Background: an optimization exercise with open tools, aiming at small area. Do not read the settings as production practice.
Only simulation tests tie the RTL to the original design; equivalence was not proved.
The flow treats the clock pin as an ideal source, which a real chip does not have.
No activity file was given, so power comes from the tool's default toggle rates.

== P ==
==> flow/design.v (excerpt) <==
module dot_entry_top (
	input  logic        clk2,
	input  logic        rst,
	input  logic        next_trigger,
	input  logic        key_valid,
	input  logic [3:0]  key_nibble,
	output logic [3:0]  phase_code,
	output logic [7:0]  tracker,
	output logic [7:0]  seg0,
	output logic [7:0]  seg1,
	output logic [7:0]  seg2,
	output logic [7:0]  seg3,
	output logic [15:0] dot_result
);
clock: 10.0 ns
lec_check: 0
cap_margin: 20
core_margin: 2
core_utilization: 65
gpl_timing_driven: 0
slew_margin: 20
standard.sh (not shown) runs the stock make flow with config.mk's settings and CLKGATE_MAP_FILE= SYNTH_SCRIPT=/design/flow/synth_recipe.tcl, a recipe that flattens the netlist after the stock synthesis.
==> flow/flow/run.sh <==
#!/bin/bash
# Layout flow: the standard synthesis, then the combinational logic
# between the registers and full adders is remapped for area with abc
# (registers, their names and cell types are kept; the smallest of a few
# runs is used), then the standard layout with small port buffers and a
# clock tree of small buffers (see post_cts.tcl).
# Each tool writes its full output to a log file of its own here.
set -euo pipefail
HERE=$(pwd)
FL=$HERE/flow
R=$HERE/orfs/results/sky130hd/dot_entry_top/base
LIB=$FLOW_HOME/platforms/sky130hd/lib/sky130_fd_sc_hd__tt_025C_1v80.lib
ABC_SCRIPT=${ABC_SCRIPT:-"strash;&get -n;&deepsyn -T 60 -S SEED;&put;dch -f;amap"}
SEEDS0=${SEEDS0:-"0 1 2 3 4"}   # deepsyn seeds for flip set 0
SEEDS1=${SEEDS1:-"0"}           # and for flip set 1

# 1. standard synthesis
bash standard.sh synth > synth.log 2>&1
cp $R/1_2_yosys.v $HERE/std_synth.v

# 2. remap the combinational logic
KEEP="sky130_fd_sc_hd__df* sky130_fd_sc_hd__edf* sky130_fd_sc_hd__fa_* sky130_fd_sc_hd__conb_1"
cat > resyn_a.ys <<EOS
read_liberty -ignore_miss_func $LIB
read_verilog $HERE/std_synth.v
hierarchy -top $FLOW_TOP
setattr -mod -set keep_hierarchy 1 $KEEP
flatten
opt_clean -purge
write_json $HERE/flat.json
EOS
yosys -s resyn_a.ys > resyn_a.log 2>&1
# full adders to flip (inputs and outputs inverted) so no inverter sits between two adders
python3 $FL/faflip.py flat.json $FLOW_TOP flip0.txt flip1.txt 2> faflip.log
# several abc runs (both flip sets, a few random seeds for deepsyn); the
# smallest netlist is kept
for k in 0 1; do
SEL=""
for c in $(cat flip$k.txt); do SEL="$SEL $FLOW_TOP/$c"; done
if [ $k = 0 ]; then SEEDS=$SEEDS0; else SEEDS=$SEEDS1; fi
for seed in $SEEDS; do
t=${k}_$seed
echo "$ABC_SCRIPT" | sed "s/SEED/$seed/" | tr ';' '\n' > resyn_$t.abc
cat > resyn_b$t.ys <<EOS
read_liberty -ignore_miss_func $LIB
read_verilog $HERE/std_synth.v
hierarchy -top $FLOW_TOP
setattr -mod -set keep_hierarchy 1 $KEEP
flatten
# internal wire names go, so the ports keep their drivers without aliases
rename -hide w:* i:* o:* %u %d
opt_clean -purge
$( [ -n "$SEL" ] && echo "techmap -map $FL/faflip.v $SEL" )
chtype -map \$__FAFLIP sky130_fd_sc_hd__fa_1
techmap
opt_expr
opt_clean -purge
abc -liberty $LIB -script $HERE/resyn_$t.abc $(cat $FL/dontuse.txt) $FLOW_TOP
opt_clean -purge
# the cell types abc used lost their modules in flatten: read them back as black boxes
read_liberty -lib -overwrite $LIB
setundef -zero
hilomap -singleton -hicell sky130_fd_sc_hd__conb_1 HI -locell sky130_fd_sc_hd__conb_1 LO
splitnets
opt_clean -purge
insbuf -buf sky130_fd_sc_hd__buf_4 A X
select $FLOW_TOP
tee -o $HERE/resyn_stat$t.txt stat -liberty $LIB
check -assert
write_verilog -noattr -nohex -nodec -selected $HERE/resyn$t.v
EOS
yosys -s resyn_b$t.ys > resyn_b$t.log 2>&1 &
done
done
wait
best=""; besta=""
for f in resyn_stat*.txt; do
  t=${f#resyn_stat}; t=${t%.txt}
  [ -f resyn$t.v ] || continue
  a=$(grep -m1 "Chip area for module" $f | awk '{print $NF}')
  echo "remapped area $t: $a" >> resyn_choice.log
  if [ -z "$best" ] || python3 -c "import sys; sys.exit(0 if $a < $besta else 1)"; then best=$t; besta=$a; fi
done
echo "keeping $best" >> resyn_choice.log
cp resyn$best.v $R/1_2_yosys.v
rm -f $R/1_synth.odb $R/1_synth.sdc

# 3. standard layout
bash standard.sh \
  BUFFER_PORTS_ARGS="-buffer_cell sky130_fd_sc_hd__buf_1" \
  CTS_ARGS="-sink_clustering_enable -repair_clock_nets -dont_use_dummy_load -buf_list sky130_fd_sc_hd__clkbuf_4" \
  POST_CTS_TCL=$FL/post_cts.tcl \
  finish > layout.log 2>&1
Other scripts of this flow, unchanged in this note and not shown: flow/flow/dontuse.txt, flow/flow/faflip.py, flow/flow/faflip.v, flow/flow/post_cts.tcl
[inputs] Q vs P
- GPL_TIMING_DRIVEN removed (was 0)
==> comparison <==
P → Q: critical path depth fell by 2, data arrival time of the worst path now smaller, maximum frequency +5.9 MHz.
Going from P to Q, synthesis-to-layout area growth now smaller, power share of the clock group fell by 0.5 points, power rose by about 3%, total wire length after detailed routing now sits higher, hold violation total from the final report did not really move.
Largest clock skew in the final design: lower on Q
Cmp Q and P / via count / higher: Q
The instance count after placement with tap cells included was comparable across Q and P.

-- port drivers added, routing unchanged --
No port has a modelled driver above. Below, the same layouts with a new extraction and two added sets of constraints.
Step 1 (the two cells are an assumption about what drives the block):
set clk [get_ports {clk2}]
set_driving_cell -lib_cell sky130_fd_sc_hd__clkbuf_16 $clk
set_driving_cell -lib_cell sky130_fd_sc_hd__buf_2 [delete_from_list [all_inputs] $clk]
Step 2 moves the port delays by t, midway between the first and last clock arrival at a register: inputs arrive t later, outputs are due t later. That takes back most of the time a late clock gives input paths.
Three values: no drivers, after step 1, after step 2; two values: the first two.
| run | t (ns) | setup WS [ns] | latest minus earliest clock arrival (ns) | worst data-port slew with drivers (ns) | pins driven straight from the clock port |
|---|---|---|---|---|---|
| P | 0.580 | 0.306 / 0.317 / -0.263 | 0.040 / 0.039 | 0.04 | 1 |
| Q | 0.579 | 0.833 / 0.835 / 0.257 | 0.033 / 0.033 | 0.04 | 1 |
Met with ideal ports but missed after step 2: setup timing in P. The setup slack of Q, which loses most, moves by +0.002 ns with the drivers and by -0.576 ns with both steps.
